This design comes from an exercise in tuning for small area on the open sky130 flow, not from production work.
Function was checked by simulation only, so behaviour that the tests miss may differ from the original.
Power and IR drop assume default switching activity.

==> flow/design.v <==
module vec_mem_sequencer #(
  parameter int unsigned ADDR_W = 9,
  parameter int unsigned MEM_W  = 32,
  parameter int unsigned LANES  = 32,
  parameter int unsigned LANE_W = 16,
  parameter int unsigned NREQ   = 4
) (
  input  logic                      clk,
  input  logic                      rst_n,
  input  logic [NREQ-1:0]           ld_req,
  input  logic [NREQ*ADDR_W-1:0]    ld_idx,
  input  logic                      st_req,
  input  logic [ADDR_W-1:0]         st_idx,
  input  logic [LANES*LANE_W-1:0]   st_data,
  output logic [NREQ-1:0]           ld_grant,
  output logic [NREQ-1:0]           ld_done,
  output logic [LANES*LANE_W-1:0]   ld_data,
  output logic                      st_done,
  output logic                      err,
  output logic                      busy,
  output logic [ADDR_W-1:0]         mem_addr,
  output logic                      mem_we,
  output logic [MEM_W-1:0]          mem_wdata,
  input  logic [MEM_W-1:0]          mem_rdata
);
  localparam int unsigned PTR_W = (NREQ > 1) ? $clog2(NREQ) : 1;
  localparam int unsigned CNT_W = $clog2(LANES);
  localparam int unsigned VEC_W = LANES * LANE_W;
  typedef enum logic [2:0] {S_IDLE, S_LOAD, S_DRAIN, S_STORE, S_DONE} state_t;
  state_t              state_q, state_d;
  logic [CNT_W-1:0]    cnt_q, cnt_d, nxt_k;
  logic [ADDR_W-1:0]   base_q, base_d;
  logic [PTR_W-1:0]    ptr_q, ptr_d, pick;
  logic [ADDR_W-1:0]   pick_idx;
  logic [VEC_W-1:0]    shadow_q, shadow_d, stbuf_q, stbuf_d;
  logic [NREQ-1:0]     ld_grant_q, ld_grant_d, ld_done_q, ld_done_d;
  logic [VEC_W-1:0]    ld_data_q, ld_data_d;
  logic                st_done_q, st_done_d, err_q, err_d, busy_q, busy_d;
  logic [ADDR_W-1:0]   mem_addr_q, mem_addr_d;
  logic                mem_we_q, mem_we_d;
  logic [MEM_W-1:0]    mem_wdata_q, mem_wdata_d;
  function automatic logic in_range(input logic [ADDR_W-1:0] b);
    in_range = ((32'(b) + 32'(LANES) - 32'd1) <= ((32'd1 << ADDR_W) - 32'd1));
  endfunction
  function automatic logic [MEM_W-1:0] sext(input logic [LANE_W-1:0] v);
    sext = MEM_W'($signed(v));
  endfunction
  function automatic logic [PTR_W-1:0] rr_pick(input logic [NREQ-1:0] req,
                                               input logic [PTR_W-1:0] start);
    logic [PTR_W-1:0] sel;
    logic             found;
    int unsigned      c;
    sel   = start;
    found = 1'b0;
    for (int unsigned i = 0; i < NREQ; i++) begin
      c = (32'(start) + i) % NREQ;
      if (!found && req[PTR_W'(c)]) begin
        sel   = PTR_W'(c);
        found = 1'b1;
      end
    end
    rr_pick = sel;
  endfunction
  always_comb begin
    state_d     = state_q;
    cnt_d       = cnt_q;
    base_d      = base_q;
    ptr_d       = ptr_q;
    shadow_d    = shadow_q;
    stbuf_d     = stbuf_q;
    ld_grant_d  = ld_grant_q;
    ld_done_d   = '0;
    ld_data_d   = ld_data_q;
    st_done_d   = 1'b0;
    err_d       = 1'b0;
    mem_addr_d  = '0;
    mem_we_d    = 1'b0;
    mem_wdata_d = '0;
    nxt_k       = cnt_q + CNT_W'(1);
    pick        = rr_pick(ld_req, ptr_q);
    pick_idx    = ld_idx[32'(pick)*ADDR_W +: ADDR_W];
    unique case (state_q)
      S_IDLE: begin
        ld_grant_d = '0;
        if (!err_q) begin
          if (st_req) begin
            if (in_range(st_idx)) begin
              state_d     = S_STORE;
              base_d      = st_idx;
              stbuf_d     = st_data;
              cnt_d       = '0;
              mem_we_d    = 1'b1;
              mem_addr_d  = st_idx;
              mem_wdata_d = sext(st_data[LANE_W-1:0]);
            end else begin
              err_d = 1'b1;
            end
          end else if (|ld_req) begin
            ld_grant_d = NREQ'(1) << pick;
            if (in_range(pick_idx)) begin
              state_d    = S_LOAD;
              base_d     = pick_idx;
              cnt_d      = '0;
              mem_addr_d = pick_idx;
              ptr_d      = (pick == PTR_W'(NREQ-1)) ? '0 : pick + PTR_W'(1);
            end else begin
              err_d = 1'b1;
            end
          end
        end
      end
      S_LOAD: begin
        if (cnt_q != '0)
          shadow_d[(32'(cnt_q) - 32'd1)*LANE_W +: LANE_W] = mem_rdata[LANE_W-1:0];
        if (cnt_q == CNT_W'(LANES-1)) begin
          state_d = S_DRAIN;
        end else begin
          cnt_d      = nxt_k;
          mem_addr_d = base_q + ADDR_W'(nxt_k);
        end
      end
      S_DRAIN: begin
        ld_data_d = {mem_rdata[LANE_W-1:0], shadow_q[VEC_W-LANE_W-1:0]};
        ld_done_d = ld_grant_q;
        state_d   = S_DONE;
      end
      S_STORE: begin
        if (cnt_q == CNT_W'(LANES-1)) begin
          state_d   = S_DONE;
          st_done_d = 1'b1;
        end else begin
          cnt_d       = nxt_k;
          mem_we_d    = 1'b1;
          mem_addr_d  = base_q + ADDR_W'(nxt_k);
          mem_wdata_d = sext(stbuf_q[32'(nxt_k)*LANE_W +: LANE_W]);
        end
      end
      S_DONE: begin
        state_d    = S_IDLE;
        ld_grant_d = '0;
      end
      default: state_d = S_IDLE;
    endcase
    busy_d = (state_d != S_IDLE);
  end
  always_ff @(posedge clk or negedge rst_n) begin
    if (!rst_n) begin
      state_q     <= S_IDLE;
      cnt_q       <= '0;
      base_q      <= '0;
      ptr_q       <= '0;
      shadow_q    <= '0;
      stbuf_q     <= '0;
      ld_grant_q  <= '0;
      ld_done_q   <= '0;
      ld_data_q   <= '0;
      st_done_q   <= 1'b0;
      err_q       <= 1'b0;
      busy_q      <= 1'b0;
      mem_addr_q  <= '0;
      mem_we_q    <= 1'b0;
      mem_wdata_q <= '0;
    end else begin
      state_q     <= state_d;
      cnt_q       <= cnt_d;
      base_q      <= base_d;
      ptr_q       <= ptr_d;
      shadow_q    <= shadow_d;
      stbuf_q     <= stbuf_d;
      ld_grant_q  <= ld_grant_d;
      ld_done_q   <= ld_done_d;
      ld_data_q   <= ld_data_d;
      st_done_q   <= st_done_d;
      err_q       <= err_d;
      busy_q      <= busy_d;
      mem_addr_q  <= mem_addr_d;
      mem_we_q    <= mem_we_d;
      mem_wdata_q <= mem_wdata_d;
    end
  end
  assign ld_grant  = ld_grant_q;
  assign ld_done   = ld_done_q;
  assign ld_data   = ld_data_q;
  assign st_done   = st_done_q;
  assign err       = err_q;
  assign busy      = busy_q;
  assign mem_addr  = mem_addr_q;
  assign mem_we    = mem_we_q;
  assign mem_wdata = mem_wdata_q;
endmodule
==> flow/run.sh <==
#!/bin/bash
# synth_recipe.tcl (not shown) runs the flow's synth.tcl, then flattens the netlist and writes it again
# the make line also repeats each setting of config.mk as NAME=value (left out here)
make -C /OpenROAD-flow-scripts/flow DESIGN_CONFIG=/design/flow/config.mk WORK_HOME=/design/flow/orfs CLKGATE_MAP_FILE= SYNTH_SCRIPT=/design/flow/synth_recipe.tcl finish
==> flow/config.mk <==
export PLATFORM = sky130hd
export DESIGN_NAME = vec_mem_sequencer
export DESIGN_NICKNAME = vec_mem_sequencer
export VERILOG_FILES = /design/flow/design.v
export SDC_FILE = /design/flow/constraint.sdc
export NUM_CORES = 4
export LEC_CHECK = 0
export CAP_MARGIN = 20
export CORE_MARGIN = 2
export CORE_UTILIZATION = 40
export SLEW_MARGIN = 20
==> flow/constraint.sdc <==
create_clock -name core_clock -period 5.0 [get_ports {clk}]
set_input_delay 1.0000 -clock core_clock [delete_from_list [all_inputs] [get_ports {clk}]]
set_output_delay 1.0000 -clock core_clock [all_outputs]
set_load 0.01 [all_outputs]
==> results of run 1 <==
## registers in the layout (all words and copies together) (netlist names), 2 cells and up
name / cells
base_q: 9
cnt_q: 5
ld_data_q: 512
ld_done_q: 4
ld_grant_q: 4
mem_addr_q: 9
mem_wdata_q: 16
ptr_q: 2
shadow_q: 496
state_q: 3
stbuf_q: 512
## per-stage QoR
stage / util [%] / instances
after floorplan: - / 4956
after CTS: 52.46 / 8263
after detailed placement: 49.11 / 7970
after global placement: 49.11 / 7970
final: 52.55 / 8303
after global routing: 52.54 / 8294
## worst register-to-register path, cell delays in order (launching register included)
cell and delay, ns:
dfrtp_4 0.47, inv_1 0.24, ha_1 0.32, nand2_1 0.10
nor2_1 0.11, o21a_1 0.19, nand2_1 0.11, ha_1 0.33
nor4_1 0.30, nand4b_1 0.17, o31ai_2 0.34, nand2_1 0.19
or4b_4 0.67, nor2_4 0.13, buf_4 0.29, mux2_2 0.39
## power by group
| group | internal [mW] | leakage (nW) | switching, mW |
|---|---|---|---|
| clock | 6.84 | 2.62 | 5.28 |
| combinational | 5.47 | 16.6 | 6.90 |
| sequential | 15.1 | 21.2 | 1.52 |
## what timing repair did
item | in CTS | in global routing
gates resized for setup | 0 | 1
setup endpoints to repair | 0 | 62
setup buffers | 0 | 3
## routing by layer
layer	share of wire, %	vias up
li1	-	18910
met1	41	22830
met2	48	1553
met3	7.1	389
met4	4.1	30
met5	0.094	-
## synth_stat cells (4+ instances only)
cell	number	area, sq um
a31o_2	4	35.03
inv_1	17	63.81
nand2_1	1590	5968
mux4_2	160	3603
ha_1	22	275.3
buf_6	4	45.04
xnor2_1	9	78.83
mux2_4	8	120.1
a22o_1	4	35.03
buf_1	16	60.06
nor2_1	20	75.07
nor2_2	17	106.4
nand3_1	13	65.06
nor2b_1	6	37.54
mux2i_1	17	170.2
buf_2	21	105.1
clkbuf_1	246	923.4
nor3_1	9	45.04
a21oi_1	14	70.07
and2_1	4	25.02
nor2_4	9	101.4
a22oi_1	7	52.55
mux2_2	1010	11370
buf_4	35	262.8
dfrtp_1	1576	39440
xor2_1	5	43.79
nor4_1	4	25.02
o21ai_0	41	205.2
nand4_1	6	37.54
a32o_1	7	70.07
nand2b_1	5	31.28
## cell families (layout without fill, tap and decap cells)
group           count (synthesis)  in the layout  share of synthesized area, %
flops                        1576           1576                         61.60
compound gates                100            100                         1.087
other cells                     0             37                             0
buf+inv                       341           1579                         2.300
mux                          1195           1195                         23.85
xor+xnor                       14             14                        0.1915
fa+ha+maj                      23             23                        0.4612
simple gates                 1707           1707                         10.52
## layout make-up
| cell class | count | area [sq um] | area share [%] |
|---|---|---|---|
| antenna | 37 | 92.59 | 0.1110 |
| timing repair buffer | 1267 | 12700 | 15.23 |
| inverter | 19 | 76.32 | 0.09149 |
| tap | 2072 | 2592 | 3.108 |
| multi-input combinational | 3039 | 23190 | 27.80 |
| clock buffer | 249 | 4841 | 5.803 |
| clock inverter | 44 | 488.0 | 0.5849 |
| sequential | 1576 | 39440 | 47.28 |
## worst min-delay path by stage
stage / startpoint / end / slack, ns
3_3_place_gp: stbuf_q[438] / stbuf_q[438] / 0.45
6_report: rst_n / ld_data_q[105] / 0.12
3_5_place_dp: stbuf_q[181] / stbuf_q[181] / 0.46
4_1_cts: rst_n / ld_data_q[105] / 0.16
2_1_floorplan: stbuf_q[112] / stbuf_q[112] / 0.44
5_1_grt: rst_n / ld_data_q[107] / 0.13
==> results by group, run 1 <==
Drt
  – Via/cell ratio: approximately 5.3
  – Routed Antenna Nets: 0
  – Total wire length: 228400 um
  – DR iter-0 viols: around 3300
  – DRC Markers: 0
  – Drt wl/cell: between 20 and 30 um
  – Vias: approximately 44000
  – Router iterations before antenna repair: 5

STA
  – TNS Setup: 0 ns
  – Max_slew headroom: 35.33%
  – Skew final: about 0.062 ns
  – Fmax: roughly 0.23 GHz
  – Hold_ws: around 0.12 ns
  – Hold Vio Cnt, Final: 0
  – RSZ-0062 raised after global routing: false
  – Final slew viol count: 0
  – Setup ws final: about 0.56 ns
  – Tmin final: roughly 4.4 ns
  – Final period util: 88.88%
  – Final setup viols: 0
  – Slew of the pin with the lowest slew margin: just under 1 ns

GRT
  – Initial antenna violation count: between 70 and 80
  – Largest net degree at the start of global routing: 124
  – Most Crowded Layer GR: met2
  – GR Util met3: approximately 7%
  – GR Util met2: around 45%
  – Vias in the first global route: between 40000 and 50000
  – Grt ovf: 0
  – Met1 GRT Util: around 36%
  – First-pass GRT wire length: ~330000 um
  – Global-route usage over all layers: roughly 28%

Cells and area
  – Fin area: 83430 sq um
  – Commonest cells after routing, fill and taps aside: nand2_1, dfrtp_1, clkdlybuf4s50_1
  – Nets: between 6000 and 7000
  – Area delta synth->final: 30.30%
  – Fill count: around 14000
  – Fraction of layout cells with a size suffix above 1: roughly a quarter
  – Most common cell after layout, fill and taps aside: nand2_1

Power and ir drop
  – Lkg Pwr: roughly 40 nW
  – Pwr Total: ~41 mW
  – Pwr dens: 492.5 nW/um^2
  – Peak supply drop: between 0.3 and 0.4 mV

Clock tree
  – TritonCTS clock tree: built
  – H-tree depth: 4
  – Clock sink count: ~1600
  – CTS clk-pin slew, worst paths: around 0.06 ns
  – TritonCTS Buffers: approximately 170
  – Root Driver: clkbuf_16
  – CTS Buffer Depth: 3
  – Hold-fix buffers at CTS: 0
  – Worst skew pair latency: a little over 0.8 ns

Setup path
  – Startpoint Class: flip-flop
  – Critical path endpoint category: flip-flop
  – Largest fanout on the critical path: 16
  – FF-to-FF End: shadow_q[219]
  – CP delay by family, top: simple AND/OR/NAND/NOR gates
  – Critical path depth: 15
  – Crit path DAT: just over 5 ns
  – Crit path launch: cnt_q[0]
  – Crit path buffers/inverters: 2
  – Critical-path cell list: inv_1, ha_1, nand2_1, nor2_1, o21a_1, nand2_1, ha_1, nor4_1, nand4b_1, o31ai_2, nand2_1, or4b_4, nor2_4, buf_4, mux2_2
  – Worst path max stage delay: 0.67 ns
  – WP data required: 5.67 ns
  – RR Startpoint: cnt_q[0]
  – R2R cell count: 15
  – Setup crit end: shadow_q[219]
  – Crit-path most repeated cell: nand2_1
  – R2r setup slk: between 0.5 and 0.6 ns
  – Setup CP Type: flip-flop to flip-flop
  – CP max stage cell: or4b_4

Logic synthesis
  – FF+latch count, synth: around 1600
  – Ys flop type: dfrtp_1
  – Sequential cell area fraction in the yosys report: 61.60%
  – EDFF count, synth: 0
  – Synth Cell Area: between 60000 and 70000 sq um
  – Post-Synthesis Cells: between 4000 and 5000
  – Synth warn: 1
  – Asr flop ratio synth: 100.0%
  – Synth unique cells: slightly above 70
  – Syn_area_per_cell: around 13 sq um
  – Syn Nets: ~5600

Job
  – MaxCap Viol Count: 0

Floorplanning
  – Die W: 404.1 um
  – # IOs: around 1200
  – Core ar.: 158700 sq um
  – Initial Utilization: between 40% and 50%
  – Die area: ~160000 sq um
  – Rows: ~150
  – Die height: roughly 400 um

Worst hold path
  – Worst Hold Class: input port to async pin

Place
  – Place WS: 0.2679 ns
  – GP Congestion: slightly above 0.9
  – HPWL after DPL: 166500 um
  – Area after DPL: around 78000 sq um
  – Port Buf Inserts: approximately 1100

Run status
  – Status: complete, no violations
==> run 2, diff against run 1 <==
==> flow/design.v (replaced) <==
module vec_mem_sequencer #(
  parameter int unsigned ADDR_W = 9,
  parameter int unsigned MEM_W  = 32,
  parameter int unsigned LANES  = 32,
  parameter int unsigned LANE_W = 16,
  parameter int unsigned NREQ   = 4
) (
  input  logic                      clk,
  input  logic                      rst_n,
  input  logic [NREQ-1:0]           ld_req,
  input  logic [NREQ*ADDR_W-1:0]    ld_idx,
  input  logic                      st_req,
  input  logic [ADDR_W-1:0]         st_idx,
  input  logic [LANES*LANE_W-1:0]   st_data,
  output logic [NREQ-1:0]           ld_grant,
  output logic [NREQ-1:0]           ld_done,
  output logic [LANES*LANE_W-1:0]   ld_data,
  output logic                      st_done,
  output logic                      err,
  output logic                      busy,
  output logic [ADDR_W-1:0]         mem_addr,
  output logic                      mem_we,
  output logic [MEM_W-1:0]          mem_wdata,
  input  logic [MEM_W-1:0]          mem_rdata
);
  localparam int unsigned PTR_W = 2;
  localparam int unsigned CNT_W = 5;
  localparam int unsigned VEC_W = LANES * LANE_W;
  localparam int unsigned BUF_W = VEC_W - LANE_W;
  logic [CNT_W-1:0]   cnt_q;
  logic [PTR_W-1:0]   ptr_q, pick;
  logic [ADDR_W-1:0]  pick_idx;
  logic [BUF_W-1:0]   buf_q;
  logic [VEC_W-1:0]   ld_data_q;
  logic [NREQ-1:0]    ld_grant_q, ld_done_q;
  logic               lacc_q, drain_q, st_done_q, err_q, busy_q, mem_we_q;
  logic [ADDR_W-1:0]  mem_addr_q;
  logic [LANE_W-1:0]  wlane_q;
  logic arb, acc, last, st_ok, ld_ok, st_acc, ld_acc;
  always_comb begin
    pick = ptr_q;
    for (int i = NREQ - 1; i >= 0; i--)
      if (ld_req[PTR_W'(32'(ptr_q) + 32'(i))]) pick = PTR_W'(32'(ptr_q) + 32'(i));
    pick_idx = ld_idx[32'(pick)*ADDR_W +: ADDR_W];
  end
  assign arb    = !busy_q && !err_q;
  assign acc    = lacc_q || mem_we_q;
  assign last   = (cnt_q == CNT_W'(LANES-1));
  assign st_ok  = (st_idx <= ADDR_W'(512 - LANES));
  assign ld_ok  = (pick_idx <= ADDR_W'(512 - LANES));
  assign st_acc = arb && st_req && st_ok;
  assign ld_acc = arb && !st_req && (|ld_req) && ld_ok;
  always_ff @(posedge clk) begin
    if (st_acc) buf_q <= st_data[VEC_W-1:LANE_W];
    else        buf_q <= {mem_rdata[LANE_W-1:0], buf_q[BUF_W-1:LANE_W]};
  end
  always_ff @(posedge clk or negedge rst_n) begin
    if (!rst_n) begin
      ld_data_q <= '0;
    end else if (drain_q) begin
      ld_data_q <= {mem_rdata[LANE_W-1:0], buf_q};
    end
  end
  always_ff @(posedge clk or negedge rst_n) begin
    if (!rst_n) begin
      cnt_q      <= '0;
      ptr_q      <= '0;
      ld_grant_q <= '0;
      ld_done_q  <= '0;
      lacc_q     <= 1'b0;
      drain_q    <= 1'b0;
      st_done_q  <= 1'b0;
      err_q      <= 1'b0;
      busy_q     <= 1'b0;
      mem_we_q   <= 1'b0;
      mem_addr_q <= '0;
      wlane_q    <= '0;
    end else begin
      cnt_q     <= acc ? cnt_q + CNT_W'(1) : '0;
      lacc_q    <= ld_acc || (lacc_q && !last);
      mem_we_q  <= st_acc || (mem_we_q && !last);
      drain_q   <= lacc_q && last;
      st_done_q <= mem_we_q && last;
      ld_done_q <= drain_q ? ld_grant_q : '0;
      busy_q    <= st_acc || ld_acc || acc || drain_q;
      err_q     <= arb && (st_req ? !st_ok : (|ld_req && !ld_ok));
      if (busy_q)
        ld_grant_q <= (lacc_q || drain_q) ? ld_grant_q : '0;
      else
        ld_grant_q <= (arb && !st_req && |ld_req) ? NREQ'(1) << pick : '0;
      if (ld_acc) ptr_q <= pick + PTR_W'(1);
      if (st_acc)
        mem_addr_q <= st_idx;
      else if (ld_acc)
        mem_addr_q <= pick_idx;
      else if (acc && !last)
        mem_addr_q <= mem_addr_q + ADDR_W'(1);
      else
        mem_addr_q <= '0;
      if (st_acc)
        wlane_q <= st_data[LANE_W-1:0];
      else if (mem_we_q && !last)
        wlane_q <= buf_q[LANE_W-1:0];
      else
        wlane_q <= '0;
    end
  end
  assign ld_grant  = ld_grant_q;
  assign ld_done   = ld_done_q;
  assign ld_data   = ld_data_q;
  assign st_done   = st_done_q;
  assign err       = err_q;
  assign busy      = busy_q;
  assign mem_addr  = mem_addr_q;
  assign mem_we    = mem_we_q;
  assign mem_wdata = {{(MEM_W-LANE_W){wlane_q[LANE_W-1]}}, wlane_q};
endmodule
==> run 2 against run 1 <==
The flow now stops in I/O pin placement (3_2_place_iop); synthesized cell count is 30% lower; area after synthesis is 41% lower.
==> results by group, run 2 <==
Logic synthesis
  – Synth top area cells: dfrtp_1, dfxtp_1, mux2_2 (was dfrtp_1, mux2_2, nand2_1)
  – Syn Nets: 4075 (was 5575)
  – Syn_area_per_cell: 10.79 sq um (was 12.92 sq um)
  – Asr flop ratio synth: 52.94% (was 100.0%)
  – Synth Cell Area: 37470 sq um (was 64030 sq um)
  – EDFF count, synth: 0 (unchanged)
  – Synth unique cells: 51 (was 71)
  – Sequential cell area fraction in the yosys report: 63.76% (was 61.60%)
  – Synth warn: 1 (unchanged)
  – Ys flop type: dfrtp_1 (unchanged)
  – Post-synth top area share: 37.26% (was 61.60%)
  – Post-Synthesis Cells: 3472 (was 4956)
  – Most common cell in the netlist: nand2_1 (unchanged)
  – Synth top cells by count: nand2_1, dfrtp_1, mux2_2, dfxtp_1, clkbuf_1 (was nand2_1, dfrtp_1, mux2_2, clkbuf_1, mux4_2)
  – Leading area contributor after synthesis: dfrtp_1 (unchanged)
  – FF+latch count, synth: 1054 (was 1576)

Run status
  – Tool error: [ERROR PPL-0024] Number of IO pins (1161) exceeds maximum number of available positions (1118). Increase the die perimeter from 1240.30um to 1578.96um.
  – Failed at: I/O pin placement (3_2_place_iop)
  – Status: stopped before the end (was complete, no violations)

Floorplanning
  – Die height: 310.1 um (was 404.1 um)
  – Initial Utilization: 40.27% (was 40.33%)
  – Rows: 112 (was 146)
  – Die W: 310.1 um (was 404.1 um)
[run 2: cell types whose count changed after synthesis, moves of 20 or more]
cell and change:
nand3_1 +27, dfrtp_1 -1018, buf_2 -20, dfxtp_1 +496, clkbuf_1 -77, nand2_1 -57, o21ai_0 -29, mux4_2 -160
mux2_2 -498
[run 2: cells by family after synthesis]
group | after synthesis | share of synthesized area, %
XOR/XNOR | 9 | 0.2104
AO/OA/AOI/OAI | 56 | 1.132
multiplexers | 514 | 15.47
adder cells (fa/ha/maj) | 7 | 0.2337
AND/OR/NAND/NOR | 1628 | 16.81
flip-flops | 1054 | 63.76
buffers and inverters | 204 | 2.391
==> run 3, diff against run 2 <==
--- a/flow/config.mk
+++ b/flow/config.mk
@@ -6,6 +6,6 @@
 export NUM_CORES = 4
 export LEC_CHECK = 0
 export CAP_MARGIN = 20
-export CORE_MARGIN = 2
-export CORE_UTILIZATION = 40
+export CORE_AREA = 2 2 418 418
+export DIE_AREA = 0 0 420 420
 export SLEW_MARGIN = 20
==> run 3 against run 2 <==
Now clean on timing, DRC and antenna; area after synthesis stayed put; synthesized cell count stayed put.
==> results by group, run 3 <==
Logic synthesis
  – Synth warn: 1 (unchanged)
  – Ys flop type: dfrtp_1 (unchanged)
  – Synth Cell Area: 37470 sq um (unchanged)
  – Asr flop ratio synth: 52.94% (unchanged)
  – Leading area contributor after synthesis: dfrtp_1 (unchanged)
  – Most common cell in the netlist: nand2_1 (unchanged)
  – FF+latch count, synth: 1054 (unchanged)
  – Syn_area_per_cell: 10.79 sq um (unchanged)
  – Post-synth top area share: 37.26% (unchanged)
  – Synth unique cells: 51 (unchanged)
  – Syn Nets: 4075 (unchanged)
  – Sequential cell area fraction in the yosys report: 63.76% (unchanged)
  – Post-Synthesis Cells: 3472 (unchanged)
  – Synth top area cells: dfrtp_1, dfxtp_1, mux2_2 (unchanged)
  – EDFF count, synth: 0 (unchanged)
  – Synth top cells by count: nand2_1, dfrtp_1, mux2_2, dfxtp_1, clkbuf_1 (unchanged)

Job
  – MaxCap Viol Count: 0

Setup path
  – CP max stage cell: clkdlybuf4s50_1
  – Crit path DAT: 4.10 ns
  – Crit path buffers/inverters: 1
  – Setup CP Type: input port to flip-flop
  – Startpoint Class: input port
  – R2R cell count: 8
  – FF-to-FF End: ptr_q[1]
  – Critical path endpoint category: flip-flop
  – Worst path max stage delay: slightly below 0.6 ns
  – Critical path depth: 9
  – Largest fanout on the critical path: 13
  – RR Startpoint: ptr_q[1]
  – R2r setup slk: approximately 1.9 ns
  – WP data required: 5.66 ns
  – Critical-path cell list: clkdlybuf4s50_1, and3b_1, or4_4, nand2_4, a211oi_2, or2_1, o41ai_2, and2_1, mux2_4
  – CP delay by family, top: simple AND/OR/NAND/NOR gates

Clock tree
  – CTS Buffer Depth: 3
  – Hold-fix buffers at CTS: 0
  – Post-CTS sizing: 0
  – CTS clk-pin slew, worst paths: roughly 0.060 ns
  – Worst skew pair latency: 0.77 ns
  – Post-CTS setup buffers: 0
  – TritonCTS clock tree: built
  – H-tree depth: 3
  – TritonCTS Buffers: approximately 120
  – Clock sink count: roughly 1100
  – Root Driver: clkbuf_16

STA
  – Tmin final: between 3 and 4 ns
  – Skew final: approximately 0.044 ns
  – Hold Vio Cnt, Final: 0
  – Slew of the pin with the lowest slew margin: 1.014 ns
  – Final period util: just under 70%
  – TNS Setup: 0 ns
  – Final setup viols: 0
  – Fmax: 0.2909 GHz
  – Max_slew headroom: 32.39%
  – RSZ-0062 raised after global routing: false
  – Final slew viol count: 0

Power and ir drop
  – Clock Power Share: between 30% and 40%
  – Combinational group share of total power: about 20%
  – Switching portion of total power: 30.56%
  – Pwr dens: 486.6 nW/um^2
  – Net load switching power: roughly 8.3 mW
  – Sequential share of power: between 40% and 50%
  – P_int: 18.96 mW
  – Peak supply drop: 0.3004 mV
  – Lkg Pwr: approximately 24 nW

Drt
  – Router iterations before antenna repair: 5
  – Via/cell ratio: 4.102
  – Drt wl/cell: between 20 and 25 um
  – Vias: between 20000 and 30000
  – Total wire length: about 160000 um
  – DR iter-0 viols: approximately 1700
  – Routed Antenna Nets: 0
  – DRC Markers: 0

Floorplanning
  – Rows: 152 (was 112)
  – Die height: 420 um (was 310.1 um)
  – Die area: about 180000 sq um
  – Initial Utilization: 21.82% (was 40.27%)
  – # IOs: approximately 1200
  – Core ar.: approximately 170000 sq um
  – Die W: 420 um (was 310.1 um)

Cells and area
  – Final cell count without fillers: 7037
  – Largest regs: ld_data_q x512, buf_q x496, wlane_q x16
  – Most common cell after layout, fill and taps aside: nand2_1
  – Commonest cells after routing, fill and taps aside: nand2_1, clkdlybuf4s50_1, dfrtp_1
  – Register name with the most flops: ld_data_q
  – Area delta synth->final: 49.72%
  – Fraction of layout cells with a size suffix above 1: 17.32%
  – FF+latch area: between 20000 and 25000 sq um
  – Fill count: 17520
  – Finished Core Util: ~33%
  – Max reg flops: ~510
  – Nets: around 5200
  – Area of the multi-input gates: around 13000 sq um

GRT
  – Met1 GRT Util: between 15 and 20%
  – Global-route usage over all layers: between 10% and 20%
  – Grt ovf: 0
  – Largest net degree at the start of global routing: 112
  – GR Util met3: between 4 and 5%
  – First-pass GRT wire length: 217500 um
  – GR Util met2: between 30% and 40%
  – Vias in the first global route: ~30000
  – Initial antenna violation count: 38
  – Most Crowded Layer GR: met2

Worst hold path
  – Worst Hold Class: input port to async pin

Place
  – GP Congestion: roughly 0.93
  – Placed cell count: a little under 7000
  – Port Buf Inserts: around 1100
  – HPWL after DPL: 121000 um

Run status
  – Status: complete, no violations (was stopped before the end)
run 3: cell counts after synthesis:
No cell type changed its count.
run 3: stage by stage:
stage	power, mW	setup WS [ns]	instance area, sq um	hold WS, ns
floorplan	14.50	1.789	37470	0.4169
global placement	18.09	0.8183	51820	0.4266
detailed placement	18.15	0.7612	51820	0.4261
CTS	27.68	1.645	56080	0.2211
global route	28.67	1.395	56110	0.2700
finish	27.30	1.562	56110	0.2341
run 3: cell type report:
type	instances	share of cell area [%]
antenna	10	0.04460
clock buffer	173	6.242
clock inverter	51	1.345
inverter	6	0.04014
multi-input combinational	2214	22.65
sequential	1054	42.59
tap	2310	5.151
timing repair buffer	1219	21.93
run 3: how the worst max path moves through the flow:
| stage | start | to | slack [ns] |
|---|---|---|---|
| after floorplan | ld_req[0] | ptr_q[0] | 1.79 |
| after global placement | ld_req[3] | ptr_q[0] | 0.82 |
| after detailed placement | ld_req[3] | ptr_q[1] | 0.76 |
| after CTS | ld_req[3] | ptr_q[1] | 1.65 |
| after global routing | ld_req[3] | mem_addr_q[3] | 1.39 |
| final | ld_req[3] | ptr_q[1] | 1.56 |
run 3: power groups by stage:
stage | Sequential [mW] | Combinational [mW] | Clock [mW]
CTS | 12.6 | 5.44 | 9.63
detailed placement | 12.7 | 5.40 | 0
finish | 12.5 | 5.34 | 9.41
floorplan | 11.9 | 2.56 | 0
global placement | 12.7 | 5.37 | 0
global route | 12.8 | 5.90 | 9.97
run 3: cell families (layout without fill, tap and decap cells):
logic type               count (synthesis)  count (layout)  share of synthesized area [%]
XOR/XNOR                                 9               9                         0.2104
flip-flops                            1054            1054                          63.76
buffers and inverters                  204            1449                          2.391
AND/OR/NAND/NOR                       1628            1628                          16.81
AO/OA/AOI/OAI                           56              56                          1.132
other                                    0              10                              0
adder cells (fa/ha/maj)                  7               7                         0.2337
multiplexers                           514             514                          15.47
run 3: layer usage:
layer	part of all wire, %	vias to the layer above
met5	0.10	-
met4	3.5	24
met3	6.8	254
met2	51	994
met1	38	14160
li1	-	13440
==> run 4, diff against run 3 <==
--- a/flow/design.v
+++ b/flow/design.v
@@ -31,8 +31,10 @@
   logic [PTR_W-1:0]   ptr_q, pick;
   logic [ADDR_W-1:0]  pick_idx;
   logic [BUF_W-1:0]   buf_q;
-  logic [VEC_W-1:0]   ld_data_q;
+  logic [VEC_W-1:0]   ldn_q;
+  logic               ldz_q;
   logic [NREQ-1:0]    ld_grant_q, ld_done_q;
+  logic               idle_q, hold_q;
   logic               lacc_q, drain_q, st_done_q, err_q, busy_q, mem_we_q;
   logic [ADDR_W-1:0]  mem_addr_q;
   logic [LANE_W-1:0]  wlane_q;
@@ -50,16 +52,35 @@
   assign ld_ok  = (pick_idx <= ADDR_W'(512 - LANES));
   assign st_acc = arb && st_req && st_ok;
   assign ld_acc = arb && !st_req && (|ld_req) && ld_ok;
+  logic [BUF_W-1:0] buf_d;
+  for (genvar j = 0; j < LANES - 1; j++) begin : g_lane
+    logic [LANE_W-1:0] src, st_l;
+    assign st_l = st_data[(j+1)*LANE_W +: LANE_W];
+    if (j == LANES - 2) begin : g_top
+      assign src = mem_rdata[LANE_W-1:0];
+    end else begin : g_mid
+      assign src = buf_q[(j+1)*LANE_W +: LANE_W];
+    end
+    assign buf_d[j*LANE_W +: LANE_W] =
+      ~(({LANE_W{idle_q}} | src) & ({LANE_W{busy_q}} | st_l));
+  end
+  logic [VEC_W-1:0] ldn_new;
+  for (genvar k = 0; k < LANES; k++) begin : g_new
+    if (k == LANES - 1) begin : g_rd
+      assign ldn_new[k*LANE_W +: LANE_W] = buf_d[(k-1)*LANE_W +: LANE_W];
+    end else if (k % 2 == 0) begin : g_even
+      assign ldn_new[k*LANE_W +: LANE_W] = buf_q[k*LANE_W +: LANE_W];
+    end else begin : g_odd
+      assign ldn_new[k*LANE_W +: LANE_W] = buf_d[(k-1)*LANE_W +: LANE_W];
+    end
+  end
   always_ff @(posedge clk) begin
-    if (st_acc) buf_q <= st_data[VEC_W-1:LANE_W];
-    else        buf_q <= {mem_rdata[LANE_W-1:0], buf_q[BUF_W-1:LANE_W]};
+    buf_q <= buf_d;
+    ldn_q <= ({VEC_W{drain_q}} & ldn_new) | ({VEC_W{hold_q}} & ldn_q);
   end
   always_ff @(posedge clk or negedge rst_n) begin
-    if (!rst_n) begin
-      ld_data_q <= '0;
-    end else if (drain_q) begin
-      ld_data_q <= {mem_rdata[LANE_W-1:0], buf_q};
-    end
+    if (!rst_n) ldz_q <= 1'b1;
+    else        ldz_q <= ldz_q && !drain_q;
   end
   always_ff @(posedge clk or negedge rst_n) begin
     if (!rst_n) begin
@@ -69,6 +90,8 @@
       ld_done_q  <= '0;
       lacc_q     <= 1'b0;
       drain_q    <= 1'b0;
+      hold_q     <= 1'b1;
+      idle_q     <= 1'b1;
       st_done_q  <= 1'b0;
       err_q      <= 1'b0;
       busy_q     <= 1'b0;
@@ -80,9 +103,11 @@
       lacc_q    <= ld_acc || (lacc_q && !last);
       mem_we_q  <= st_acc || (mem_we_q && !last);
       drain_q   <= lacc_q && last;
+      hold_q    <= !(lacc_q && last);
       st_done_q <= mem_we_q && last;
       ld_done_q <= drain_q ? ld_grant_q : '0;
       busy_q    <= st_acc || ld_acc || acc || drain_q;
+      idle_q    <= !(st_acc || ld_acc || acc || drain_q);
       err_q     <= arb && (st_req ? !st_ok : (|ld_req && !ld_ok));
       if (busy_q)
         ld_grant_q <= (lacc_q || drain_q) ? ld_grant_q : '0;
@@ -100,14 +125,14 @@
       if (st_acc)
         wlane_q <= st_data[LANE_W-1:0];
       else if (mem_we_q && !last)
-        wlane_q <= buf_q[LANE_W-1:0];
+        wlane_q <= buf_q[LANE_W-1:0] ^ {LANE_W{~cnt_q[0]}};
       else
         wlane_q <= '0;
     end
   end
   assign ld_grant  = ld_grant_q;
   assign ld_done   = ld_done_q;
-  assign ld_data   = ld_data_q;
+  assign ld_data   = ~(ldn_q | {VEC_W{ldz_q}});
   assign st_done   = st_done_q;
   assign err       = err_q;
   assign busy      = busy_q;
==> flow/flow/run.sh (new file) <==
#!/bin/bash
# The standard layout with two changes to how it is made; synthesis runs unchanged.
# - buffer_ports: every input and output port still gets its own buffer, but the
#   buffer is sky130_fd_sc_hd__buf_1 instead of the cell buffer_ports picks.
# - clock tree: clkbuf_8 buffers, sinks clustered up to 16 per leaf buffer within
#   50 um, and no dummy loads.
set -euo pipefail
bash standard.sh synth > synth.log 2>&1
export BUFFER_PORTS_ARGS="-buffer_cell sky130_fd_sc_hd__buf_1"
export CTS_ARGS="-sink_clustering_enable -repair_clock_nets -buf_list {sky130_fd_sc_hd__clkbuf_8} -sink_clustering_size 16 -sink_clustering_max_diameter 50 -dont_use_dummy_load"
bash standard.sh finish > layout.log 2>&1
==> flow/standard.sh (new file) <==
#!/bin/bash
# synth_recipe.tcl (not shown) runs the flow's synth.tcl, then flattens the netlist and writes it again
# the make line also repeats each setting of config.mk as NAME=value (left out here)
make -C /OpenROAD-flow-scripts/flow DESIGN_CONFIG=/design/flow/config.mk WORK_HOME=/design/flow/orfs CLKGATE_MAP_FILE= SYNTH_SCRIPT=/design/flow/synth_recipe.tcl "${@:-finish}"
removed: flow/run.sh
==> run 4 against run 3 <==
Sequential power increased by 4%; count of clock-buffer cells in the layout fell by 65; final cell count down 8.6%; area after synthesis shrank 10%; still clean; sequential cell count up 3.
==> results by group, run 4 <==
Logic synthesis
  – Post-synth top area share: 59.95% (was 37.26%)
  – Ys flop type: dfxtp_1 (was dfrtp_1)
  – Asr flop ratio synth: 4.636% (was 52.94%)
  – Sequential cell area fraction in the yosys report: 63.61% (was 63.76%)
  – EDFF count, synth: 0 (unchanged)
  – Synth unique cells: 53 (was 51)
  – Syn Nets: 3713 (was 4075)
  – Synth Cell Area: 33660 sq um (was 37470 sq um)
  – Post-Synthesis Cells: 3110 (was 3472)
  – Synth top area cells: dfxtp_1, a22o_1, o22ai_1 (was dfrtp_1, dfxtp_1, mux2_2)
  – Synth top cells by count: dfxtp_1, nor2_1, a22o_1, o22ai_1, clkbuf_1 (was nand2_1, dfrtp_1, mux2_2, dfxtp_1, clkbuf_1)
  – Syn_area_per_cell: 10.82 sq um (was 10.79 sq um)
  – FF+latch count, synth: 1057 (was 1054)
  – Synth warn: 1 (unchanged)
  – Leading area contributor after synthesis: dfxtp_1 (was dfrtp_1)
  – Most common cell in the netlist: dfxtp_1 (was nand2_1)

Power and ir drop
  – Peak supply drop: 0.3499 mV (was 0.3004 mV)
  – Lkg Pwr: 15.31 nW (was 24.33 nW)
  – Pwr dens: 571.9 nW/um^2 (was 486.6 nW/um^2)

Floorplanning
  – Rows: 152 (unchanged)
  – Die area: 176400 sq um (unchanged)
  – # IOs: 1161 (unchanged)
  – Initial Utilization: 19.60% (was 21.82%)
  – Die height: 420 um (unchanged)
  – Die W: 420 um (unchanged)
  – Core ar.: 171700 sq um (unchanged)

Place
  – GP Congestion: 0.9637 (was 0.9262)
  – Place WS: 0.7990 ns (was 0.7612 ns)
  – Port Buf Inserts: 1144 (unchanged)
  – HPWL after DPL: 119400 um (was 121000 um)
  – Placed cell count: 6306 (was 6803)

Setup path
  – Largest fanout on the critical path: 57 (was 13)
  – Crit path DAT: 3.12 ns (was 4.10 ns)
  – Worst path max stage delay: 1.17 ns (was 0.58 ns)
  – Setup CP Type: flip-flop to output pin (was input port to flip-flop)
  – Startpoint Class: flip-flop (was input port)
  – WP data required: 4.00 ns (was 5.66 ns)
  – Critical path endpoint category: output pin (was flip-flop)
  – CP max stage cell: dfstp_4 (was clkdlybuf4s50_1)
  – Critical-path cell list: buf_4, nor2_1, buf_1 (was clkdlybuf4s50_1, and3b_1, or4_4, nand2_4, a211oi_2, or2_1, o41ai_2, and2_1, mux2_4)
  – R2R cell count: 10 (was 8)

Drt
  – Drt wl/cell: 24.72 um (was 22.36 um)
  – Total wire length: 159000 um (was 157400 um)
  – Via/cell ratio: 4.614 (was 4.102)
  – Router iterations before antenna repair: 7 (was 5)
  – Vias: 29680 (was 28870)
  – DRC Markers: 0 (unchanged)
  – Routed Antenna Nets: 0 (unchanged)
  – DR iter-0 viols: 2718 (was 1662)

Job
  – MaxCap Viol Count: 0 (unchanged)

Cells and area
  – Nets: 4709 (was 5215)
  – Commonest cells after routing, fill and taps aside: buf_1, dfxtp_1, nor2_1 (was nand2_1, clkdlybuf4s50_1, dfrtp_1)
  – Final cell count without fillers: 6433 (was 7037)
  – Area of the multi-input gates: 10970 sq um (was 12710 sq um)
  – Register name with the most flops: ldn_q (was ld_data_q)
  – Largest regs: ldn_q x512, buf_q x496, wlane_q x16 (was ld_data_q x512, buf_q x496, wlane_q x16)
  – Max reg flops: 512 (unchanged)
  – Fill count: 18810 (was 17520)
  – FF+latch area: 21430 sq um (was 23900 sq um)
  – Fraction of layout cells with a size suffix above 1: 4.362% (was 17.32%)
  – Most common cell after layout, fill and taps aside: buf_1 (was nand2_1)
  – Area delta synth->final: 24.02% (was 49.72%)

Clock tree
  – TritonCTS clock tree: built (unchanged)
  – Hold-fix buffers at CTS: 0 (unchanged)
  – Post-CTS sizing: 0 (unchanged)
  – CTS Buffer Depth: 3 (unchanged)
  – Root Driver: clkbuf_8 (was clkbuf_16)
  – Worst skew pair latency: 0.89 ns (was 0.77 ns)
  – H-tree depth: 3 (unchanged)
  – TritonCTS Buffers: 108 (was 117)
  – CTS clk-pin slew, worst paths: 0.10 ns (was 0.06 ns)
  – Clock sink count: 1057 (was 1054)
  – Post-CTS setup buffers: 0 (unchanged)

STA
  – RSZ-0062 raised after global routing: false (unchanged)
  – Hold_ws: 0.2792 ns (was 0.2341 ns)
  – Final setup viols: 0 (unchanged)
  – Setup ws final: 0.8818 ns (was 1.562 ns)
  – Slew of the pin with the lowest slew margin: 1.103 ns (was 1.014 ns)
  – Max_slew headroom: 26.44% (was 32.39%)
  – Hold Vio Cnt, Final: 0 (unchanged)
  – Final slew viol count: 0 (unchanged)
  – Tmin final: 4.118 ns (was 3.438 ns)
  – Skew final: 0.1155 ns (was 0.04428 ns)
  – Fmax: 0.2428 GHz (was 0.2909 GHz)
  – Final period util: 82.36% (was 68.75%)
  – TNS Setup: 0 ns (unchanged)

GRT
  – Initial antenna violation count: 50 (was 38)
  – Global-route usage over all layers: 16.85% (was 17.22%)
  – Largest net degree at the start of global routing: 164 (was 112)
  – Vias in the first global route: 27990 (was 29590)
  – First-pass GRT wire length: 212800 um (was 217500 um)
  – Grt ovf: 0 (unchanged)

Run status
  – Status: complete, no violations (unchanged)

Worst hold path
  – Hold Path Stages: 2
  – Worst Hold Class: input port to flip-flop (was input port to async pin)
-- run 4: routing by layer --
metal	vias to the layer above	global-route usage [%]	wire, um
met5	-	0	237
met4	36	7.450	7514
met3	304	5.325	13560
met2	1323	27.08	74650
met1	14720	20.53	63060
li1	13300	-	-
-- run 4: cell families after synthesis --
logic type	after synthesis	synth area share [%]
fa+ha+maj	7	0.2602
mux	9	0.2899
simple gates	617	7.323
flops	1057	63.61
buf+inv	319	3.810
compound gates	1076	24.06
xor+xnor	25	0.6505
-- run 4: cell type report --
type | count | share of cell area [%]
Sequential cell | 1057 | 51.33
Timing Repair Buffer | 1198 | 11.71
Clock buffer | 108 | 3.561
Multi-Input combinational cell | 1734 | 26.29
Antenna cell | 19 | 0.1139
Inverter | 7 | 0.06594
Tap cell | 2310 | 6.924
-- run 4: path summary, 6_finish.rpt --
path,start,to,slack [ns]
max in group asynchronous,rst_n,busy_q,4.09
max,ldz_q,ld_data[232],0.88
min in group asynchronous,rst_n,ld_done_q[2],0.32
max reg2reg,ptr_q[1],ptr_q[0],1.45
min reg2reg,buf_q[245],buf_q[229],0.37
min,st_data[290],buf_q[274],0.28
-- run 4: report_power, final --
group	leakage [nW]	internal, mW	switching [mW]
combinational	5.49	2.23	3.84
sequential	9.05	11.2	1.87
clock	0.777	1.90	2.88
total	15.3	15.3	8.58
-- run 4: metrics by stage --
stage	area [sq um]	power [mW]	util, %
detailed placement	40210	19.25	23.41
global route	41720	24.98	24.29
CTS	41700	24.06	24.28
global placement	40210	19.16	23.41
finish	41740	23.87	24.31
floorplan	33660	15.88	-
-- run 4: worst max-delay path: cells and delay by family (launching register included) --
family / cells / cell delay [ns]
simple gates: 1 / 0.13
buf+inv: 2 / 0.83
flops: 1 / 1.17
==> run 5, diff against run 4 <==
--- a/flow/design.v
+++ b/flow/design.v
@@ -64,19 +64,22 @@
     assign buf_d[j*LANE_W +: LANE_W] =
       ~(({LANE_W{idle_q}} | src) & ({LANE_W{busy_q}} | st_l));
   end
-  logic [VEC_W-1:0] ldn_new;
+  logic [VEC_W-1:0] ld_new, ld_out;
   for (genvar k = 0; k < LANES; k++) begin : g_new
     if (k == LANES - 1) begin : g_rd
-      assign ldn_new[k*LANE_W +: LANE_W] = buf_d[(k-1)*LANE_W +: LANE_W];
-    end else if (k % 2 == 0) begin : g_even
-      assign ldn_new[k*LANE_W +: LANE_W] = buf_q[k*LANE_W +: LANE_W];
-    end else begin : g_odd
-      assign ldn_new[k*LANE_W +: LANE_W] = buf_d[(k-1)*LANE_W +: LANE_W];
+      assign ld_new[k*LANE_W +: LANE_W] = mem_rdata[LANE_W-1:0];
+    end else if (k % 2 == 1) begin : g_odd
+      assign ld_new[k*LANE_W +: LANE_W] = buf_q[k*LANE_W +: LANE_W];
+    end else if (k == 0) begin : g_zero
+      assign ld_new[k*LANE_W +: LANE_W] = ~buf_q[k*LANE_W +: LANE_W];
+    end else begin : g_even
+      assign ld_new[k*LANE_W +: LANE_W] = buf_d[(k-1)*LANE_W +: LANE_W];
     end
   end
+  assign ld_out = ~(ldn_q | {VEC_W{ldz_q}});
   always_ff @(posedge clk) begin
     buf_q <= buf_d;
-    ldn_q <= ({VEC_W{drain_q}} & ldn_new) | ({VEC_W{hold_q}} & ldn_q);
+    ldn_q <= ~(({VEC_W{drain_q}} | ld_out) & ({VEC_W{hold_q}} | ld_new));
   end
   always_ff @(posedge clk or negedge rst_n) begin
     if (!rst_n) ldz_q <= 1'b1;
@@ -132,7 +135,7 @@
   end
   assign ld_grant  = ld_grant_q;
   assign ld_done   = ld_done_q;
-  assign ld_data   = ~(ldn_q | {VEC_W{ldz_q}});
+  assign ld_data   = ld_out;
   assign st_done   = st_done_q;
   assign err       = err_q;
   assign busy      = busy_q;
==> run 5 against run 4 <==
Clock skew rose by 0.0022 ns; critical path depth did not move; non-clock buffer count is the same; worst hold slack got worse by 0.0097 ns; area after synthesis decreased by 3.6%; sequential power about the same; core utilization down 0.72 points; power increased by 1.2%; fmax about the same; final cell count is 0.12% higher; sequential cell count unchanged.
==> results by group, run 5 <==
Run status
  – Status: complete, no violations (unchanged)

Setup path
  – Critical-path cell list: buf_4, nor2_1, buf_1 (unchanged)
  – CP max stage cell: dfstp_4 (unchanged)
  – WP data required: 4.00 ns (about the same)
  – Worst path max stage delay: 1.17 ns (about the same)
  – Critical path endpoint category: output pin (unchanged)
  – Largest fanout on the critical path: 48 (was 57)
  – Startpoint Class: flip-flop (unchanged)
  – Crit path DAT: 3.12 ns (about the same)
  – Setup CP Type: flip-flop to output pin (unchanged)

Logic synthesis
  – FF+latch count, synth: 1057 (unchanged)
  – Asr flop ratio synth: 4.636% (unchanged)
  – Most common cell in the netlist: o22ai_1 (was dfxtp_1)
  – Post-synth top area share: 62.21% (was 59.95%)
  – Synth top cells by count: o22ai_1, dfxtp_1, nor2_1, clkbuf_1, dfrtp_1 (was dfxtp_1, nor2_1, a22o_1, o22ai_1, clkbuf_1)
  – Ys flop type: dfxtp_1 (unchanged)
  – Syn_area_per_cell: 10.38 sq um (was 10.82 sq um)
  – EDFF count, synth: 0 (unchanged)
  – Synth top area cells: dfxtp_1, o22ai_1, nor2_1 (was dfxtp_1, a22o_1, o22ai_1)
  – Synth unique cells: 53 (unchanged)
  – Synth warn: 1 (unchanged)
  – Leading area contributor after synthesis: dfxtp_1 (unchanged)
  – Sequential cell area fraction in the yosys report: 66.00% (was 63.61%)
  – Synth Cell Area: 32440 sq um (was 33660 sq um)
  – Syn Nets: 3729 (was 3713)
  – Post-Synthesis Cells: 3126 (was 3110)

Cells and area
  – Most common cell after layout, fill and taps aside: buf_1 (unchanged)
  – Nets: 4725 (was 4709)
  – Fraction of layout cells with a size suffix above 1: 4.345% (was 4.362%)
  – Area delta synth->final: 24.90% (was 24.02%)
  – Finished Core Util: 23.59% (was 24.31%)
  – Area of the multi-input gates: 9693 sq um (was 10970 sq um)
  – FF+latch area: 21430 sq um (unchanged)
  – Register name with the most flops: ldn_q (unchanged)
  – Fill count: 18900 (was 18810)
  – Max reg flops: 512 (unchanged)
  – Final cell count without fillers: 6441 (was 6433)
  – Commonest cells after routing, fill and taps aside: buf_1, o22ai_1, dfxtp_1 (was buf_1, dfxtp_1, nor2_1)
  – Largest regs: ldn_q x512, buf_q x496, wlane_q x16 (unchanged)
  – Fin area: 40510 sq um (was 41740 sq um)

Place
  – Placed cell count: 6322 (was 6306)
  – HPWL after DPL: 119300 um (was 119400 um)
  – GP Congestion: 0.9351 (was 0.9637)
  – Place WS: 0.4382 ns (was 0.7990 ns)
  – Area after DPL: 39000 sq um (was 40210 sq um)
  – Port Buf Inserts: 1144 (unchanged)

Clock tree
  – Post-CTS setup buffers: 0 (unchanged)
  – Post-CTS sizing: 0 (unchanged)
  – Worst skew pair latency: 0.90 ns (was 0.89 ns)
  – Root Driver: clkbuf_8 (unchanged)
  – H-tree depth: 3 (unchanged)
  – CTS clk-pin slew, worst paths: 0.10 ns (about the same)
  – Hold-fix buffers at CTS: 0 (unchanged)
  – Clock sink count: 1057 (unchanged)
  – TritonCTS Buffers: 108 (unchanged)
  – CTS Buffer Depth: 3 (unchanged)
  – TritonCTS clock tree: built (unchanged)

Power and ir drop
  – Lkg Pwr: 14.73 nW (was 15.31 nW)
  – Pwr dens: 596.1 nW/um^2 (was 571.9 nW/um^2)
  – Pwr Total: 24.15 mW (was 23.87 mW)
  – Peak supply drop: 0.2906 mV (was 0.3499 mV)

Drt
  – Total wire length: 158200 um (was 159000 um)
  – Vias: 29530 (was 29680)
  – Drt wl/cell: 24.57 um (was 24.72 um)
  – Routed Antenna Nets: 0 (unchanged)
  – Via/cell ratio: 4.585 (was 4.614)
  – Router iterations before antenna repair: 5 (was 7)
  – DR iter-0 viols: 2576 (was 2718)
  – DRC Markers: 0 (unchanged)

STA
  – Final period util: 82.39% (was 82.36%)
  – Hold Vio Cnt, Final: 0 (unchanged)
  – RSZ-0062 raised after global routing: false (unchanged)
  – Final setup viols: 0 (unchanged)
  – Setup ws final: 0.8805 ns (was 0.8818 ns)
  – Max_slew headroom: 17.75% (was 26.44%)
  – Tmin final: 4.120 ns (was 4.118 ns)
  – Fmax: 0.2427 GHz (was 0.2428 GHz)
  – TNS Setup: 0 ns (unchanged)
  – Skew final: 0.1176 ns (was 0.1155 ns)
  – Final slew viol count: 0 (unchanged)
  – Slew of the pin with the lowest slew margin: 1.234 ns (was 1.103 ns)
  – Hold_ws: 0.2696 ns (was 0.2792 ns)

GRT
  – Vias in the first global route: 27580 (was 27990)
  – Global-route usage over all layers: 16.81% (was 16.85%)
  – Largest net degree at the start of global routing: 181 (was 164)
  – Initial antenna violation count: 32 (was 50)
  – Grt ovf: 0 (unchanged)
  – First-pass GRT wire length: 211500 um (was 212800 um)

Floorplanning
  – Rows: 152 (unchanged)
  – Die W: 420 um (unchanged)
  – # IOs: 1161 (unchanged)
  – Initial Utilization: 18.89% (was 19.60%)
  – Core ar.: 171700 sq um (unchanged)
  – Die area: 176400 sq um (unchanged)
  – Die height: 420 um (unchanged)

Job
  – MaxCap Viol Count: 0 (unchanged)

Worst hold path
  – Worst Hold Class: input port to flip-flop (unchanged)
run 5: critical path: cells and delay by family, from the launching register on:
kind,cells,cell delay (ns)
buffers and inverters,2,0.73
DFF,1,1.17
and+or+nand+nor,1,0.25
run 5: power by group:
part | switching [mW] | total, mW | leakage (nW) | internal [mW]
sequential | 1.81 | 13.0 | 9.07 | 11.2
combinational | 4.18 | 6.34 | 4.88 | 2.16
clock | 2.86 | 4.76 | 0.777 | 1.90
total | 8.86 | 24.1 | 14.7 | 15.3
run 5: final timing paths:
path	from	end	slack, ns	depth (start not counted)
min in group asynchronous	rst_n	wlane_q[13]	0.29	2
max reg2reg	ptr_q[1]	ptr_q[0]	1.15	9
max	ldz_q	ld_data[186]	0.88	3
min	st_data[409]	buf_q[393]	0.27	2
min reg2reg	buf_q[412]	buf_q[396]	0.36	1
max in group asynchronous	rst_n	drain_q	4.11	2
run 5: layout make-up:
type	count	share of cell area, %
flip-flops and latches	1057	52.89
multi-input cells	1734	23.93
repair buffers	1198	12.10
well taps	2310	7.134
clock buffers	108	3.669
inverters	23	0.2162
diodes	11	0.06794
run 5: logic make-up (layout without fill, tap and decap cells):
kind of cell	count (synthesis)	count (layout)	share of synthesized area [%]
multiplexers	9	9	0.3009
XOR/XNOR	25	25	0.6750
other	0	11	0
flip-flops	1057	1057	66.00
buffers and inverters	335	1329	4.139
AO/OA/AOI/OAI	1076	1076	21.01
AND/OR/NAND/NOR	617	617	7.599
adder cells (fa/ha/maj)	7	7	0.2700
run 5: layer usage:
| metal | global-route usage [%] | up-vias | wire, um |
|---|---|---|---|
| met5 | 0 | - | 185 |
| met4 | 7.834 | 26 | 7101 |
| met3 | 4.376 | 276 | 12830 |
| met2 | 27.42 | 1406 | 75330 |
| li1 | - | 13390 | - |
| met1 | 20.60 | 14440 | 62780 |
==> run 6, diff against run 5 <==
==> flow/flow/run.sh (replaced) <==
#!/bin/bash
# The standard layout with two changes to how it is made; synthesis runs unchanged.
# - buffer_ports: every input and output port still gets its own buffer, but the
#   buffer is sky130_fd_sc_hd__buf_1 instead of the cell buffer_ports picks.
# - clock tree: clkbuf_8 buffers, sinks clustered up to 18 per leaf buffer within
#   60 um, and no dummy loads.
set -euo pipefail
bash standard.sh synth > synth.log 2>&1
export BUFFER_PORTS_ARGS="-buffer_cell sky130_fd_sc_hd__buf_1"
export CTS_ARGS="-sink_clustering_enable -repair_clock_nets -buf_list {sky130_fd_sc_hd__clkbuf_8} -sink_clustering_size 18 -sink_clustering_max_diameter 60 -dont_use_dummy_load"
bash standard.sh finish > layout.log 2>&1
==> run 6 against run 5 <==
Clock power is 5.9% lower; global-route usage about the same; non-clock buffer count is the same; sequential power barely moved; combinational power is essentially flat; critical path type unchanged; largest cell class unchanged.
==> results by group, run 6 <==
Drt
  – Via/cell ratio: 4.577 (was 4.585)
  – DR iter-0 viols: 2477 (was 2576)
  – Drt wl/cell: 24.62 um (was 24.57 um)
  – Total wire length: 158300 um (was 158200 um)
  – DRC Markers: 0 (unchanged)
  – Router iterations before antenna repair: 5 (unchanged)
  – Vias: 29430 (was 29530)
  – Routed Antenna Nets: 0 (unchanged)

STA
  – Hold Vio Cnt, Final: 0 (unchanged)
  – Slew of the pin with the lowest slew margin: 1.342 ns (was 1.234 ns)
  – Final period util: 83.50% (was 82.39%)
  – Skew final: 0.1325 ns (was 0.1176 ns)
  – Max_slew headroom: 10.54% (was 17.75%)
  – RSZ-0062 raised after global routing: false (unchanged)
  – Setup ws final: 0.8252 ns (was 0.8805 ns)
  – Tmin final: 4.175 ns (was 4.120 ns)
  – TNS Setup: 0 ns (unchanged)
  – Hold_ws: 0.2642 ns (was 0.2696 ns)
  – Final setup viols: 0 (unchanged)
  – Final slew viol count: 0 (unchanged)
  – Fmax: 0.2395 GHz (was 0.2427 GHz)

GRT
  – Grt ovf: 0 (unchanged)
  – Global-route usage over all layers: 16.76% (was 16.81%)
  – Vias in the first global route: 27610 (was 27580)
  – First-pass GRT wire length: 211300 um (was 211500 um)
  – Largest net degree at the start of global routing: 181 (unchanged)
  – Initial antenna violation count: 32 (unchanged)

Clock tree
  – Post-CTS sizing: 0 (unchanged)
  – H-tree depth: 3 (unchanged)
  – TritonCTS Buffers: 94 (was 108)
  – Post-CTS setup buffers: 0 (unchanged)
  – Worst skew pair latency: 0.84 ns (was 0.90 ns)
  – Root Driver: clkbuf_8 (unchanged)
  – Hold-fix buffers at CTS: 0 (unchanged)
  – Clock sink count: 1057 (unchanged)
  – TritonCTS clock tree: built (unchanged)
  – CTS clk-pin slew, worst paths: 0.10 ns (about the same)
  – CTS Buffer Depth: 3 (unchanged)

Logic synthesis
  – Post-synthesis simple-gate area fraction: 7.599% (unchanged)
  – Post-Synth Adder-Cell Area: 0.2700% (unchanged)
  – Synth Area in XOR/XNOR: 0.6750% (unchanged)
  – Leading area contributor after synthesis: dfxtp_1 (unchanged)
  – Post-Synthesis Cells: 3126 (unchanged)
  – Sequential cell area fraction in the yosys report: 66.00% (unchanged)
  – Most common cell in the netlist: o22ai_1 (unchanged)
  – Synth Area in Compound Gates: 21.01% (unchanged)
  – Multiplexer share of the synthesized area: 0.3009% (unchanged)
  – Synth warn: 1 (unchanged)
  – Asr flop ratio synth: 4.636% (unchanged)
  – Ys flop type: dfxtp_1 (unchanged)
  – Post-synth top area share: 62.21% (unchanged)
  – Synth top cells by count: o22ai_1, dfxtp_1, nor2_1, clkbuf_1, dfrtp_1 (unchanged)
  – EDFF count, synth: 0 (unchanged)
  – Synth top area cells: dfxtp_1, o22ai_1, nor2_1 (unchanged)
  – FF+latch count, synth: 1057 (unchanged)
  – Main combinational cell family by area after synthesis: compound AO/OA/AOI/OAI gates (unchanged)
  – Syn_area_per_cell: 10.38 sq um (unchanged)
  – Syn Nets: 3729 (unchanged)
  – Synth unique cells: 53 (unchanged)
  – Synth Cell Area: 32440 sq um (unchanged)

Setup path
  – Setup CP Type: flip-flop to output pin (unchanged)
  – Crit path DAT: 3.17 ns (was 3.12 ns)
  – RR Startpoint: ptr_q[1] (unchanged)
  – Critical path endpoint category: output pin (unchanged)
  – Setup crit end: ld_data[186] (unchanged)
  – R2r setup slk: 1.18 ns (was 1.15 ns)
  – Startpoint Class: flip-flop (unchanged)
  – FF-to-FF End: mem_addr_q[8] (was ptr_q[0])
  – WP data required: 4.00 ns (about the same)
  – Crit path launch: ldz_q (unchanged)
  – R2R cell count: 9 (unchanged)
  – Largest fanout on the critical path: 48 (unchanged)

Floorplanning
  – Die area: 176400 sq um (unchanged)
  – Die height: 420 um (unchanged)
  – Rows: 152 (unchanged)
  – Core ar.: 171700 sq um (unchanged)
  – # IOs: 1161 (unchanged)
  – Initial Utilization: 18.89% (unchanged)
  – Die W: 420 um (unchanged)

Power and ir drop
  – Pwr dens: 592.0 nW/um^2 (was 596.1 nW/um^2)
  – Lkg Pwr: 14.63 nW (was 14.73 nW)
  – Peak supply drop: 0.3391 mV (was 0.2906 mV)

Cells and area
  – Nets: 4711 (was 4725)
  – Commonest cells after routing, fill and taps aside: buf_1, o22ai_1, dfxtp_1 (unchanged)
  – Max reg flops: 512 (unchanged)
  – Fraction of layout cells with a size suffix above 1: 4.019% (was 4.345%)
  – Most common cell after layout, fill and taps aside: buf_1 (unchanged)
  – Area delta synth->final: 24.33% (was 24.90%)
  – Register name with the most flops: ldn_q (unchanged)
  – Largest regs: ldn_q x512, buf_q x496, wlane_q x16 (unchanged)
  – Fill count: 18910 (was 18900)

Place
  – Place WS: 0.4382 ns (unchanged)
  – HPWL after DPL: 119300 um (unchanged)
  – GP Congestion: 0.9351 (unchanged)
  – Port Buf Inserts: 1144 (unchanged)

Worst hold path
  – Worst Hold Class: input port to async pin (was input port to flip-flop)

Job
  – MaxCap Viol Count: 0 (unchanged)

Run status
  – Status: complete, no violations (unchanged)
run 6: cell count changes in the layout (fill, tap and decap cells not counted):
cell | before | now
diode_2 | 11 | 14
clkbuf_8 | 108 | 94
run 6: final cells by class:
class / count / area, sq um / share of cell area [%]
well taps: 2310 / 2890 / 7.167
flip-flops and latches: 1057 / 21430 / 53.13
repair buffers: 1198 / 4901 / 12.15
multi-input cells: 1734 / 9693 / 24.04
clock buffers: 94 / 1294 / 3.208
diodes: 14 / 35.03 / 0.08687
inverters: 23 / 87.58 / 0.2172
run 6: cells by family after synthesis:
kind of cell,after synthesis
AO/OA/AOI/OAI,1076
XOR/XNOR,25
adder cells (fa/ha/maj),7
buffers and inverters,335
flip-flops,1057
multiplexers,9
AND/OR/NAND/NOR,617
run 6: critical path, stage by stage, from the launching register on:
cell and delay, ns:
dfstp_4 1.17, buf_4 0.55, nor2_1 0.29, buf_1 0.19
run 6: routing by layer:
metal / part of all wire, % / up-vias / track usage [%]
met3: 8.4 / 275 / 4.402
met5: 0.10 / - / 0
met4: 4.6 / 24 / 7.987
li1: - / 13360 / -
met2: 47 / 1394 / 27.32
met1: 39 / 14380 / 20.47
run 6: report_power, final:
group	switching, mW	internal, mW
Clock	2.82	1.66
Combinational	4.17	2.16
Sequential	1.83	11.2
run 6: worst min-delay path by stage:
| stage | slack, ns | cells past startpoint | from | endpoint |
|---|---|---|---|---|
| 6_report | 0.26 | 2 | rst_n | wlane_q[10] |
| 5_1_grt | 0.22 | 2 | st_data[466] | buf_q[450] |
| 4_1_cts | 0.15 | 2 | rst_n | wlane_q[10] |
| 3_5_place_dp | 0.43 | 1 | buf_q[199] | buf_q[183] |
| 3_3_place_gp | 0.43 | 1 | buf_q[199] | buf_q[183] |
| 2_1_floorplan | 0.42 | 1 | buf_q[128] | buf_q[112] |
run 6: stage by stage:
step                total power [mW]  util, %  cells  area, sq um
floorplan                      15.95        -   3126        32440
finish                         23.87    23.48   6430        40330
global route                   25.04    23.47   6421        40310
detailed placement             19.58    22.71   6322        39000
global placement               19.50    22.71   6322        39000
CTS                            24.08    23.46   6416        40290

afterwards: timing with drivers on the ports:
Ports are ideal in the flow. The routed layouts listed here were re-timed in OpenROAD.
Step 1: set_driving_cell puts a clkbuf_16 on clk and a buf_2 on each other input, an assumption about the parent block.
Step 2 times the ports against the registers' clock, not the clock port: input delays grow and output delays shrink by t, the midpoint of the rising clock arrivals with the driver on.
Three values: ideal ports, drivers, drivers and shift; two values: the first two.
| run | shift t [ns] | setup WS [ns] | worst register clock-pin slew, ns | pins driven straight from the clock port |
|---|---|---|---|---|
| run 1 | 0.862 | 0.556 / 0.556 / 0.424 | 0.06 / 0.06 | 1 |
| run 3 | 0.827 | 1.562 / 1.583 / 0.756 | 0.08 / 0.08 | 1 |
| run 4 | 0.902 | 0.882 / 0.808 / 0.669 | 0.11 / 0.11 | 1 |
| run 5 | 0.918 | 0.880 / 0.794 / 0.320 | 0.11 / 0.11 | 1 |
| run 6 | 0.871 | 0.825 / 0.739 / 0.339 | 0.12 / 0.12 | 1 |
After both steps setup and hold are still met in every run listed. The setup slack of run 3, which loses most, moves by +0.021 ns with the drivers and by -0.806 ns with both steps.
